Source: an optimization exercise on an open RTL-to-GDS flow (aim: a short achievable clock period and few clock cycles). Production flows keep margins and buffers that such runs may drop.
The RTL was checked by simulation tests, not by an equivalence proof against the original design.
Power and IR drop assume default switching activity.

`config.mk`:
```
export PLATFORM = sky130hd
export DESIGN_NAME = multiCycleCpu
export DESIGN_NICKNAME = multiCycleCpu
export VERILOG_FILES = /design/flow/design.v
export SDC_FILE = /design/flow/constraint.sdc
export NUM_CORES = 4
export LEC_CHECK = 0
export CAP_MARGIN = 20
export CORE_MARGIN = 2
export CORE_UTILIZATION = 40
export PLACE_DENSITY = 0.5
export SLEW_MARGIN = 20
```
`constraint.sdc`:
```
create_clock -name core_clock -period 9.0 [get_ports {clk}]
set_input_delay 1.8000 -clock core_clock [delete_from_list [all_inputs] [get_ports {clk}]]
set_output_delay 1.8000 -clock core_clock [all_outputs]
set_load 0.01 [all_outputs]
```
`design.v`:
```
`default_nettype none
package cpuPkg;
	localparam int dataWidth = 32;
	localparam logic [dataWidth-1:0] nopInstruction = 32'h0000_0013;
	localparam logic [6:0] opAluReg = 7'b0110011;
	localparam logic [6:0] opAluImm = 7'b0010011;
	localparam logic [6:0] opLoad   = 7'b0000011;
	localparam logic [6:0] opStore  = 7'b0100011;
	localparam int selAdd = 0;
	localparam int selSub = 1;
	localparam int selSlt = 2;
	localparam int selSll = 3;
	localparam int selSrl = 4;
	localparam int selXor = 5;
	localparam int selOr  = 6;
	localparam int selAnd = 7;
	localparam int selWidth = 8;
endpackage
`default_nettype wire
`timescale 1ns/1ps
`default_nettype none
module prefixAdder (
	input wire [31:0] a,
	input wire [31:0] b,
	input wire [31:0] halfSum,
	input wire carryIn,
	output logic [31:0] sum
);
	logic [31:0] gen [6];
	logic [31:0] prop [6];
	assign gen[0] = (a & b) | {31'd0, (a[0] | b[0]) & carryIn};
	assign prop[0] = a | b;
	for (genvar l = 0; l < 5; l++) begin : gLevel
		for (genvar i = 0; i < 32; i++) begin : gBit
			if (i >= (1 << l)) begin : gCombine
				assign gen[l + 1][i] = gen[l][i] | (prop[l][i] & gen[l][i - (1 << l)]);
				assign prop[l + 1][i] = prop[l][i] & prop[l][i - (1 << l)];
			end else begin : gPass
				assign gen[l + 1][i] = gen[l][i];
				assign prop[l + 1][i] = prop[l][i];
			end
		end
	end
	assign sum = halfSum ^ {gen[5][30:0], carryIn};
endmodule
module incrementer (
	input wire [31:0] a,
	output logic [31:0] sum
);
	logic [31:0] ones [6];
	assign ones[0] = a;
	for (genvar l = 0; l < 5; l++) begin : gLevel
		for (genvar i = 0; i < 32; i++) begin : gBit
			if (i >= 2 + (1 << l)) begin : gCombine
				assign ones[l + 1][i] = ones[l][i] & ones[l][i - (1 << l)];
			end else begin : gPass
				assign ones[l + 1][i] = ones[l][i];
			end
		end
	end
	assign sum = {a[31:3] ^ ones[5][30:2], ~a[2], a[1:0]};
endmodule
module alu (
	input wire [31:0] a,
	input wire [31:0] b,
	input wire [31:0] aN,
	input wire [31:0] bN,
	input wire [31:0] shiftA,
	input wire [4:0] shiftB,
	input wire [cpuPkg::selWidth-1:0] sel,
	output logic [31:0] sum,
	output logic [31:0] result
);
	logic [31:0] diff;
	logic [31:0] halfSum;
	logic aPosBNeg;
	logic aNegBPos;
	logic lessThan;
	logic [31:0] shiftLeft;
	logic [31:0] shiftRight;
	assign halfSum = aN ^ bN;
	prefixAdder adder_i (
		.a(a),
		.b(b),
		.halfSum(halfSum),
		.carryIn(1'b0),
		.sum(sum)
	);
	prefixAdder subtractor_i (
		.a(a),
		.b(~b),
		.halfSum(~halfSum),
		.carryIn(1'b1),
		.sum(diff)
	);
	assign aNegBPos = a[31] & ~b[31];
	assign aPosBNeg = ~a[31] & b[31];
	assign lessThan = aNegBPos | (~aPosBNeg & diff[31]);
	assign shiftLeft = shiftA << shiftB;
	assign shiftRight = shiftA >> shiftB;
	assign result = ({32{sel[cpuPkg::selAdd]}} & sum)
		| ({32{sel[cpuPkg::selSub]}} & diff)
		| {31'd0, sel[cpuPkg::selSlt] & lessThan}
		| ({32{sel[cpuPkg::selSll]}} & shiftLeft)
		| ({32{sel[cpuPkg::selSrl]}} & shiftRight)
		| ({32{sel[cpuPkg::selXor]}} & halfSum)
		| ({32{sel[cpuPkg::selOr]}} & (a | b))
		| ({32{sel[cpuPkg::selAnd]}} & (a & b));
endmodule
`default_nettype wire
`timescale 1ns/1ps
`default_nettype none
module registerFile #(
	parameter int addrWidth = 5
) (
	input wire clk,
	input wire reset,
	input wire [2**addrWidth-1:0] readSelA,
	input wire [2**addrWidth-1:0] readSelB,
	input wire [2**addrWidth-1:0] readSelAN,
	input wire [2**addrWidth-1:0] readSelBN,
	input wire [2**addrWidth-1:0] writeSel,
	input wire [31:0] writeData,
	output logic [31:0] readDataA,
	output logic [31:0] readDataB
);
	localparam int depth = 2 ** addrWidth;
	logic [31:0] regs [depth];
	always_ff @(posedge clk) begin
		for (int i = 0; i < depth; i++) begin
			if (reset) begin
				regs[i] <= '0;
			end else if (writeSel[i] && i != 0) begin
				regs[i] <= writeData;
			end
		end
	end
	logic [31:0] selA [2];
	logic [31:0] selB [2];
	logic [1:0] bypassA;
	logic [1:0] bypassB;
	assign selA[0] = readSelA;
	assign selA[1] = ~readSelAN;
	assign selB[0] = readSelB;
	assign selB[1] = ~readSelBN;
	for (genvar h = 0; h < 2; h++) begin : gHalf
		assign bypassA[h] = |(selA[h] & writeSel);
		assign bypassB[h] = |(selB[h] & writeSel);
		always_comb begin
			readDataA[16 * h +: 16] = {16{bypassA[h]}} & writeData[16 * h +: 16];
			readDataB[16 * h +: 16] = {16{bypassB[h]}} & writeData[16 * h +: 16];
			for (int i = 1; i < depth; i++) begin
				readDataA[16 * h +: 16] = readDataA[16 * h +: 16]
					| ({16{selA[h][i] & ~writeSel[i]}} & regs[i][16 * h +: 16]);
				readDataB[16 * h +: 16] = readDataB[16 * h +: 16]
					| ({16{selB[h][i] & ~writeSel[i]}} & regs[i][16 * h +: 16]);
			end
		end
	end
endmodule
`default_nettype wire
`timescale 1ns/1ps
`default_nettype none
module immediateGenerator (
	input wire [31:0] instruction,
	output logic [31:0] immediate
);
	logic [11:0] field;
	logic isStore;
	assign isStore = (instruction[6:0] == cpuPkg::opStore);
	always_comb begin
		if (isStore) begin
			field = {instruction[31:25], instruction[11:7]};
		end else begin
			field = instruction[31:20];
		end
	end
	assign immediate = {{20{instruction[31]}}, field};
endmodule
`default_nettype wire
`timescale 1ns/1ps
`default_nettype none
module mainController (
	input wire [31:0] instr,
	output logic useImm,
	output logic aluWrite,
	output logic isLoad,
	output logic isStore,
	output logic readsRs2,
	output logic [cpuPkg::selWidth-1:0] aluSel
);
	logic [6:0] opCode;
	logic [2:0] funct3;
	logic isAluReg;
	logic isAluImm;
	logic rdNonZero;
	assign opCode = instr[6:0];
	assign funct3 = instr[14:12];
	assign isAluReg = (opCode == cpuPkg::opAluReg);
	assign isAluImm = (opCode == cpuPkg::opAluImm);
	assign rdNonZero = (instr[11:7] != 5'd0);
	assign useImm = !isAluReg;
	assign readsRs2 = isAluReg || (opCode == cpuPkg::opStore);
	assign aluWrite = (isAluReg || isAluImm) && rdNonZero;
	assign isLoad = (opCode == cpuPkg::opLoad) && rdNonZero;
	assign isStore = (opCode == cpuPkg::opStore);
	always_comb begin
		aluSel = '0;
		case (funct3)
			3'b000: begin
				if (isAluReg && instr[30]) begin
					aluSel[cpuPkg::selSub] = 1'b1;
				end else begin
					aluSel[cpuPkg::selAdd] = 1'b1;
				end
			end
			3'b001: aluSel[cpuPkg::selSll] = 1'b1;
			3'b010: aluSel[cpuPkg::selSlt] = 1'b1;
			3'b100: aluSel[cpuPkg::selXor] = 1'b1;
			3'b101: aluSel[cpuPkg::selSrl] = 1'b1;
			3'b110: aluSel[cpuPkg::selOr] = 1'b1;
			default: aluSel[cpuPkg::selAnd] = 1'b1;
		endcase
	end
endmodule
`default_nettype wire
`timescale 1ns/1ps
`default_nettype none
module dataPath #(
	parameter int addrWidth = 5,
	parameter logic [31:0] resetPc = '0
) (
	input wire clk,
	input wire reset,
	output logic [31:0] memAddr,
	output logic [31:0] memWriteData,
	output logic memWrite,
	input wire [31:0] memReadData
);
	logic [31:0] addrReg;      
	logic [31:0] fetchPc;      
	logic [31:0] fetchPcNext;
	logic rfReset;             
	logic memCycle;            
	logic storeCycle;
	logic [31:0] storeData;    
	logic [31:0] instr;
	logic [11:0] instrLow;     
	logic [31:12] instrHigh;
	logic [31:0] rs1Hot;       
	logic [31:0] rs2Hot;
	logic [31:0] rs1HotN;      
	logic [31:0] rs2HotN;
	logic [31:0] rdHot;
	logic tagMatch;            
	logic [31:0] mRdHot;       
	logic mLoad;
	logic [1:0] mLo;
	logic mByte;
	logic mHalf;
	logic [31:0] eA;
	logic [31:0] eB;
	logic [31:0] eAN;          
	logic [31:0] eBN;
	logic [31:0] eShiftA;      
	logic [4:0] eShiftB;
	logic [31:0] eStoreData;
	logic [4:0] eRd;
	logic [31:0] eRdHot;       
	logic eAluWrite;
	logic eLoad;
	logic eStore;
	logic eByte;
	logic eHalf;
	logic [cpuPkg::selWidth-1:0] eSel;
	logic eHit;
	logic eFwdLoadA;
	logic eFwdLoadB;
	logic eFwdLoadS;
	logic sbValid;
	logic [4:0] sbBase;
	logic [11:0] sbImm;
	logic [1:0] sbLo;
	logic [31:0] sbData;
	logic [31:0] wbData;
	logic [31:0] wbHot;
	assign instr = {instrHigh, instrLow};
	assign memAddr = addrReg;
	assign memWriteData = storeData;
	assign memWrite = storeCycle;
	logic [4:0] dRs1;
	logic [4:0] dRs2;
	logic [4:0] dRd;
	logic [31:0] dImm;
	logic dUseImm;
	logic dAluWrite;
	logic dLoad;
	logic dStore;
	logic dReadsRs2;
	logic [cpuPkg::selWidth-1:0] dSel;
	logic [31:0] rfA;
	logic [31:0] rfB;
	assign dRs1 = instr[19:15];
	assign dRs2 = instr[24:20];
	assign dRd = instr[11:7];
	mainController mainController_i (
		.instr(instr),
		.useImm(dUseImm),
		.aluWrite(dAluWrite),
		.isLoad(dLoad),
		.isStore(dStore),
		.readsRs2(dReadsRs2),
		.aluSel(dSel)
	);
	immediateGenerator immediateGenerator_i (
		.instruction(instr),
		.immediate(dImm)
	);
	registerFile #(.addrWidth(addrWidth)) registerFile_i (
		.clk(clk),
		.reset(rfReset),
		.readSelA(rs1Hot),
		.readSelB(rs2Hot),
		.readSelAN(rs1HotN),
		.readSelBN(rs2HotN),
		.writeSel(wbHot),
		.writeData(wbData),
		.readDataA(rfA),
		.readDataB(rfB)
	);
	logic [31:0] aluResult;
	logic [31:0] xResult;
	logic [31:0] xAddr;
	logic xMem;
	logic [31:0] hitValue;
	logic [7:0] hitByte;
	logic [15:0] hitHalf;
	alu alu_i (
		.a(eA),
		.b(eB),
		.aN(eAN),
		.bN(eBN),
		.shiftA(eShiftA),
		.shiftB(eShiftB),
		.sel(eSel),
		.sum(xAddr),
		.result(aluResult)
	);
	assign xMem = eLoad || eStore;
	always_comb begin
		case (sbLo)
			2'd0: hitByte = sbData[7:0];
			2'd1: hitByte = sbData[15:8];
			2'd2: hitByte = sbData[23:16];
			default: hitByte = sbData[31:24];
		endcase
		hitHalf = sbLo[1] ? sbData[31:16] : sbData[15:0];
		if (!eHit) begin
			hitValue = '0;
		end else if (eByte) begin
			hitValue = {{24{hitByte[7]}}, hitByte};
		end else if (eHalf) begin
			hitValue = {{16{hitHalf[15]}}, hitHalf};
		end else begin
			hitValue = sbData;
		end
	end
	assign xResult = aluResult | hitValue;
	logic [31:0] loadValue;
	logic [7:0] byteLane;
	logic [15:0] halfLane;
	always_comb begin
		case (mLo)
			2'd0: byteLane = memReadData[7:0];
			2'd1: byteLane = memReadData[15:8];
			2'd2: byteLane = memReadData[23:16];
			default: byteLane = memReadData[31:24];
		endcase
		halfLane = mLo[1] ? memReadData[31:16] : memReadData[15:0];
		if (mByte) begin
			loadValue = {{24{byteLane[7]}}, byteLane};
		end else if (mHalf) begin
			loadValue = {{16{halfLane[15]}}, halfLane};
		end else begin
			loadValue = memReadData;
		end
	end
	logic dFwdAluA;
	logic dFwdAluB;
	logic dFwdAluS;
	logic dHit;
	logic [31:0] dA;
	logic [31:0] dB;
	logic dShift;
	assign dFwdAluA = eAluWrite && (eRd == dRs1);
	assign dFwdAluB = !dUseImm && eAluWrite && (eRd == dRs2);
	assign dFwdAluS = eAluWrite && (eRd == dRs2);
	assign dHit = dLoad && sbValid && tagMatch;
	assign dA = dFwdAluA ? xResult : rfA;
	assign dShift = dSel[cpuPkg::selSll] || dSel[cpuPkg::selSrl];
	assign dB = dUseImm ? dImm : (dFwdAluB ? xResult : rfB);
	incrementer pcIncrement_i (
		.a(fetchPc),
		.sum(fetchPcNext)
	);
	always_ff @(posedge clk) begin
		rfReset <= reset;
	end
	always_ff @(posedge clk) begin
		if (reset) begin
			addrReg <= resetPc;
			fetchPc <= resetPc;
			memCycle <= 1'b0;
			storeCycle <= 1'b0;
			instrLow <= cpuPkg::nopInstruction[11:0];
			eAluWrite <= 1'b0;
			eLoad <= 1'b0;
			eStore <= 1'b0;
			eHit <= 1'b0;
			sbValid <= 1'b0;
		end else if (memCycle) begin
			addrReg <= fetchPc;
			memCycle <= 1'b0;
			storeCycle <= 1'b0;
		end else begin
			addrReg <= xMem ? xAddr : fetchPcNext;
			fetchPc <= fetchPcNext;
			memCycle <= xMem;
			storeCycle <= eStore;
			instrLow <= memReadData[11:0];
			eAluWrite <= dAluWrite || dHit;
			eLoad <= dLoad && !dHit;
			eStore <= dStore;
			eHit <= dHit;
			if (dStore) begin
				sbValid <= 1'b1;
			end else if ((dAluWrite || dLoad) && dRd == sbBase) begin
				sbValid <= 1'b0;
			end
		end
	end
	always_ff @(posedge clk) begin
		if (memCycle) begin
			wbHot <= mLoad ? mRdHot : '0;
		end else begin
			wbHot <= eAluWrite ? eRdHot : '0;
		end
	end
	always_ff @(posedge clk) begin
		if (!memCycle) begin
			instrHigh <= memReadData[31:12];
			eRdHot <= rdHot;
			mRdHot <= eRdHot;
			mLoad <= eLoad;
			eFwdLoadA <= eLoad && (eRd == dRs1);
			eFwdLoadB <= !dUseImm && eLoad && (eRd == dRs2);
			eFwdLoadS <= eLoad && (eRd == dRs2);
		end
	end
	always_ff @(posedge clk) begin
		if (!memCycle) begin
			rs1Hot <= 32'd1 << memReadData[19:15];
			rs2Hot <= 32'd1 << memReadData[24:20];
			rs1HotN <= ~(32'd1 << memReadData[19:15]);
			rs2HotN <= ~(32'd1 << memReadData[24:20]);
			rdHot <= 32'd1 << memReadData[11:7];
			if (dStore) begin
				tagMatch <= (memReadData[19:15] == dRs1) && (memReadData[31:20] == dImm[11:0]);
			end else begin
				tagMatch <= (memReadData[19:15] == sbBase) && (memReadData[31:20] == sbImm);
			end
		end
	end
	logic rSelA, xSelA, lSelA, hSelA;
	logic iSelB, rSelB, xSelB, lSelB, hSelB;
	logic rSelS, xSelS, lSelS, hSelS;
	logic [31:0] nextA;
	logic [31:0] nextB;
	assign rSelA = !memCycle && !dFwdAluA;
	assign xSelA = !memCycle && dFwdAluA;
	assign lSelA = memCycle && eFwdLoadA;
	assign hSelA = memCycle && !eFwdLoadA;
	assign iSelB = !memCycle && dUseImm;
	assign rSelB = !memCycle && !dUseImm && !dFwdAluB;
	assign xSelB = !memCycle && dFwdAluB;
	assign lSelB = memCycle && eFwdLoadB;
	assign hSelB = memCycle && !eFwdLoadB;
	assign rSelS = !memCycle && !dFwdAluS;
	assign xSelS = !memCycle && dFwdAluS;
	assign lSelS = memCycle && eFwdLoadS;
	assign hSelS = memCycle && !eFwdLoadS;
	assign nextA = ({32{rSelA}} & rfA) | ({32{xSelA}} & xResult) | ({32{lSelA}} & loadValue);
	assign nextB = ({32{iSelB}} & dImm) | ({32{rSelB}} & rfB) | ({32{xSelB}} & xResult)
		| ({32{lSelB}} & loadValue);
	always_ff @(posedge clk) begin
		eA <= nextA | ({32{hSelA}} & ~eAN);
		eAN <= ~(nextA | ({32{hSelA}} & eA));
		eB <= nextB | ({32{hSelB}} & ~eBN);
		eBN <= ~(nextB | ({32{hSelB}} & eB));
		eStoreData <= ({32{rSelS}} & rfB) | ({32{xSelS}} & xResult) | ({32{lSelS}} & loadValue)
			| ({32{hSelS}} & eStoreData);
	end
	always_ff @(posedge clk) begin
		storeData <= eStoreData;
		if (memCycle) begin
			wbData <= loadValue;
			if (eFwdLoadA && (eSel[cpuPkg::selSll] || eSel[cpuPkg::selSrl])) begin
				eShiftA <= loadValue;
			end
			if (eFwdLoadB && (eSel[cpuPkg::selSll] || eSel[cpuPkg::selSrl])) begin
				eShiftB <= loadValue[4:0];
			end
		end else begin
			wbData <= xResult;
			if (eStore) begin
				sbData <= eStoreData;
				sbLo <= xAddr[1:0];
			end
			if (dStore) begin
				sbBase <= dRs1;
				sbImm <= dImm[11:0];
			end
			mLo <= xAddr[1:0];
			mByte <= eByte;
			mHalf <= eHalf;
			eShiftA <= dShift ? dA : '0;
			eShiftB <= dShift ? dB[4:0] : '0;
			eRd <= dRd;
			eByte <= (instr[14:12] == 3'b000);
			eHalf <= (instr[14:12] == 3'b001);
			eSel <= dLoad ? '0 : dSel;
		end
	end
endmodule
`default_nettype wire
`timescale 1ns/1ps
`default_nettype none
module multiCycleCpu #(
	parameter int addrWidth = 5,
	parameter logic [31:0] resetPc = '0
) (
	input wire clk,
	input wire reset,
	output logic [31:0] memAddr,
	output logic [31:0] memWriteData,
	output logic memWrite,
	input wire [31:0] memReadData
);
	dataPath #(.addrWidth(addrWidth), .resetPc(resetPc)) dataPath_i (
		.clk(clk),
		.reset(reset),
		.memAddr(memAddr),
		.memWriteData(memWriteData),
		.memWrite(memWrite),
		.memReadData(memReadData)
	);
endmodule
`default_nettype wire
```
`flow/run.sh`:
```
#!/bin/bash
set -o pipefail
bash standard.sh \
	SETUP_SLACK_MARGIN=6.3 \
	TNS_END_PERCENT=10 \
	"BUFFER_PORTS_ARGS=-buffer_cell sky130_fd_sc_hd__buf_4" \
	finish > standard.log 2>&1
```
`standard.sh`:
```
#!/bin/bash
# synth_recipe.tcl (not shown) runs the flow's synth.tcl, then flattens the netlist and writes it again
# the make line also repeats each setting of config.mk as NAME=value (left out here)
make -C /OpenROAD-flow-scripts/flow DESIGN_CONFIG=/design/flow/config.mk WORK_HOME=/design/flow/orfs CLKGATE_MAP_FILE= SYNTH_SCRIPT=/design/flow/synth_recipe.tcl "${@:-finish}"
```
==> run notes <==
==> through the flow <==
stage / area [sq um] / std cells / power (mW)
after global routing: 101000 / 11700 / 18.3
after floorplan: 82700 / 8670 / 8.91
after detailed placement: 86400 / 10900 / 9.57
final: 101000 / 11700 / 18.0
after global placement: 86300 / 10900 / 9.57
after CTS: 98500 / 11600 / 17.8
==> worst max-delay path, delay by kind of cell, from the launching register on <==
family                 cells  cell delay [ns]
AO/OA/AOI/OAI              5             1.66
flip-flops                 1             0.37
buffers and inverters      5             0.69
AND/OR/NAND/NOR            4             0.51
==> state kept, by name, indices dropped and copies added, names as in the netlist, 32 cells and up <==
signal                          count
dataPath_i.eB                      32
dataPath_i.eStoreData              32
dataPath_i.rdHot                   32
dataPath_i.addrReg                 32
dataPath_i.wbHot                   32
dataPath_i.eBN                     32
dataPath_i.eShiftA                 32
dataPath_i.eRdHot                  32
dataPath_i.rs1Hot                  32
dataPath_i.wbData                  32
dataPath_i.rs1HotN                 32
dataPath_i.eA                      32
dataPath_i.rs2Hot                  32
dataPath_i.eAN                     32
dataPath_i.storeData               32
dataPath_i.sbData                  32
dataPath_i.rs2HotN                 32
dataPath_i.registerFile_i.regs    992
dataPath_i.mRdHot                  32
==> metal layers <==
layer,up-vias,routed length [um],global-route usage
met3,2005,65000,0.158
met2,6719,181000,0.574
met5,-,135,0
met1,39900,175000,0.544
met4,22,46300,0.331
li1,32600,-,-
==> power by group through the flow <==
stage,Clock [mW],Sequential [mW],Combinational [mW]
floorplan,0,8.04,0.864
global placement,0,8.18,1.39
detailed placement,0,8.18,1.39
CTS,8.20,7.99,1.61
global route,8.49,8.00,1.80
finish,8.16,8.00,1.80
==> timing repair <==
action                                  4_1_cts  5_1_grt
buffers inserted                            285      114
resized for setup                           571      357
endpoints found under the setup margin      637      825
cloned                                       27        4
hold buffers                                  0        0
pin swaps                                   101      138
==> synthesized netlist by cell type, drive strengths merged, types with 80 or more instances <==
| cell | number |
|---|---|
| a222oi | 80 |
| a221oi | 274 |
| edfxtp | 356 |
| buf | 148 |
| a21oi | 298 |
| nand2 | 404 |
| o21ai | 268 |
| mux4 | 87 |
| nand4 | 199 |
| a22o | 244 |
| mux2i | 1071 |
| nor2 | 1400 |
| a22oi | 502 |
| nor2b | 118 |
| dfxtp | 1330 |
| inv | 168 |
| xnor2 | 80 |
| clkbuf | 658 |
==> cell families after synthesis <==
kind of cell | share of synthesized area
AO/OA/AOI/OAI | 0.193
XOR/XNOR | 0.0157
adder cells (fa/ha/maj) | 0.00550
buffers and inverters | 0.0451
flip-flops | 0.451
multiplexers | 0.158
AND/OR/NAND/NOR | 0.132
==> final timing paths <==
check	startpoint	to	slack, ns	cells past startpoint
worst max register to register	dataPath_i.eShiftB[0]$_DFFE_PP_	dataPath_i.eShiftA[9]$_DFFE_PP_	5.53	14
worst max-delay path	dataPath_i.eShiftB[0]$_DFFE_PP_	dataPath_i.eShiftA[9]$_DFFE_PP_	5.53	14
worst min-delay path	dataPath_i.eStoreData[21]$_DFF_P_	dataPath_i.storeData[21]$_DFF_P_	0.36	0
worst min register to register	dataPath_i.eStoreData[21]$_DFF_P_	dataPath_i.storeData[21]$_DFF_P_	0.36	0
==> area by class of cell <==
type	instances	area share
repair buffers	775	0.0784
well taps	2688	0.0333
multi-input cells	6009	0.445
inverters	170	0.00674
clock buffers	294	0.0559
clock inverters	61	0.00843
flip-flops and latches	1686	0.372
diodes	24	0.000594
==> impl_metrics.py <==
metrics = {
    "timing": {
        "skew_ns": 0.0787,
        "min_period_over_period": 0.386,
        "setup_slack_ns": 5.53,
        "setup_viol": 0,
        "tns_ns": 0,
        "slew_headroom": 0.133,
        "maxSlewViolCount": 0,
        "tightest_slew_ns": 1.30,
        "rsz0062_at_grt": "true",
        "finalCriticalPeriod_ns": 3.47,
        "hold_viol_final": 0,
        "fmax_ghz": 0.288,
        "finalHoldWorstSlack_ns": 0.361,
    },
    "setup_path": {
        "cp.arrival_ns": 4.08,
        "cp_max_fo": 5,
        "critPathLaunchType": "register",
        "cp_cell_sequence": "buf_6, buf_4, buf_6, buf_16, buf_4, nand2_1, o22a_1, a211oi_4, nor3_4, o211ai_1, a221o_2, o21a_1, nand2_1, nand2_1",
        "cp_slowest_cell": "a221o_2",
        "cp-end-kind": "register",
        "crit_required_ns": 9.61,
        "max_stage_delay_ns": 0.49,
        "critPathKind": "reg2reg",
        "cp_common_cell": "nand2_1",
    },
    "power": {
        "seqPwrFrac": 0.446,
        "power.density_mw_per_mm2": 178,
        "combPwrFrac": 0.100,
        "internal_power_mw": 13.1,
        "ir_drop_v": 0.000212,
        "clkPwrFrac": 0.454,
        "p_leak_nw": 35.7,
        "power.net_switching_mw": 4.90,
        "netSwitchingFraction": 0.273,
    },
    "clock_tree": {
        "cts_max_level": 4,
        "cts_tree": "done",
        "numCtsBuffers": 189,
        "insertion_delay_ns": 0.91,
        "clk_pin_slew_worst_paths_ns": 0.06,
        "clockBufferDepth": 3,
        "cts-root-buf": "clkbuf_16",
        "cts.sinks": 1686,
    },
    "drt": {
        "vias": 81300,
        "wire_per_inst_um": 40.0,
        "routed_wl_um": 468000,
        "dr.pass1.iters": 10,
        "initialDrtViolationCount": 14100,
        "remaining_drc_errors": 0,
        "post_drt_via_cell_ratio": 6.94,
        "ant_nets": 0,
    },
    "finish": {
        "layout_commonest_cell": "nor2_1",
        "final_cell_mix": "1305 x nor2_1, 1214 x dfxtp_1, 1051 x mux2i_1",
        "synthToLayoutAreaGrowth_pct": 22.3,
        "multi_input_area_sq_mm": 0.0450,
        "seq_area_sq_mm": 0.0376,
        "fin_nets": 8866,
        "layout-drive-gt1-share": 0.211,
        "fillerInstances": 18900,
        "finish.utilization": 0.493,
    },
    "hold_path": {
        "holdCritPathClass": "reg2reg",
    },
    "placed_design": {
        "hpwl_um": 280000,
        "place_ws_ns": 3.94,
        "portBuffers": 98,
        "place_congestion": 1.04,
    },
    "synth": {
        "synth-seq-area-share": 0.451,
        "synth_top_area_frac": 0.322,
        "synth-edff-count": 356,
        "netlist_area_sq_mm": 0.0827,
        "synth_top_area_cell": "dfxtp_1",
        "netlist_top_cells_area": "dfxtp_1 32%, mux2i_1 13%, edfxtp_1 13%, nor2_1 6.4%, a22oi_1 4.6%",
        "syn_nets": 8705,
        "ys_ff_latch": 1686,
        "synthFlopType": "dfxtp_1",
        "yosys_warnings": 12,
        "ys_types": 94,
        "synth_cells": 8670,
        "syn_area_per_cell_sq_um": 9.53,
        "synthArstFlopShare": 0,
    },
    "die": {
        "dieHeight_um": 459,
        "coreArea_sq_mm": 0.205,
        "dieArea_sq_mm": 0.210,
        "start_util": 0.403,
        "die_w_um": 459,
        "ios": 99,
        "num_rows": 166,
    },
    "global_route": {
        "antenna_found_initial": 25,
        "grt_max_degree": 217,
        "grt_overflow": 0,
        "grt_pass1_vias": 73700,
        "track_usage": 0.426,
        "grt_pass1_wl_um": 625000,
    },
    "run": {
        "max_cap_viol_count": 0,
    },
    "outcome": {
        "status": "complete, no violations",
    },
}
Testbench counts, summed over its fixed seeds: cycles 53,049.

-- what the ideal ports hide --
In the flow no input, the clock included, has a driving cell. The finished layout below was timed again as built, in two steps.
Step 1: set_driving_cell puts a clkbuf_16 on clk and a buf_2 on each other input, an assumption about the parent block.
Step 2 also shifts input and output timing later by t, the mid clock arrival at the registers, as if the neighbouring blocks saw the same clock.
Three values: ideal ports, drivers, drivers and shift; two values: the first two.
shift t [ns]: 0.966
setup WS [ns]: 5.530 / 5.530 / 4.741
latest minus earliest clock arrival (ns): 0.080 / 0.080
cell pins on the clock port's net: 1
After both steps setup and hold are still met in this run. For this run, drivers alone change the setup slack by 0.000 ns; drivers and shift together by -0.789 ns.
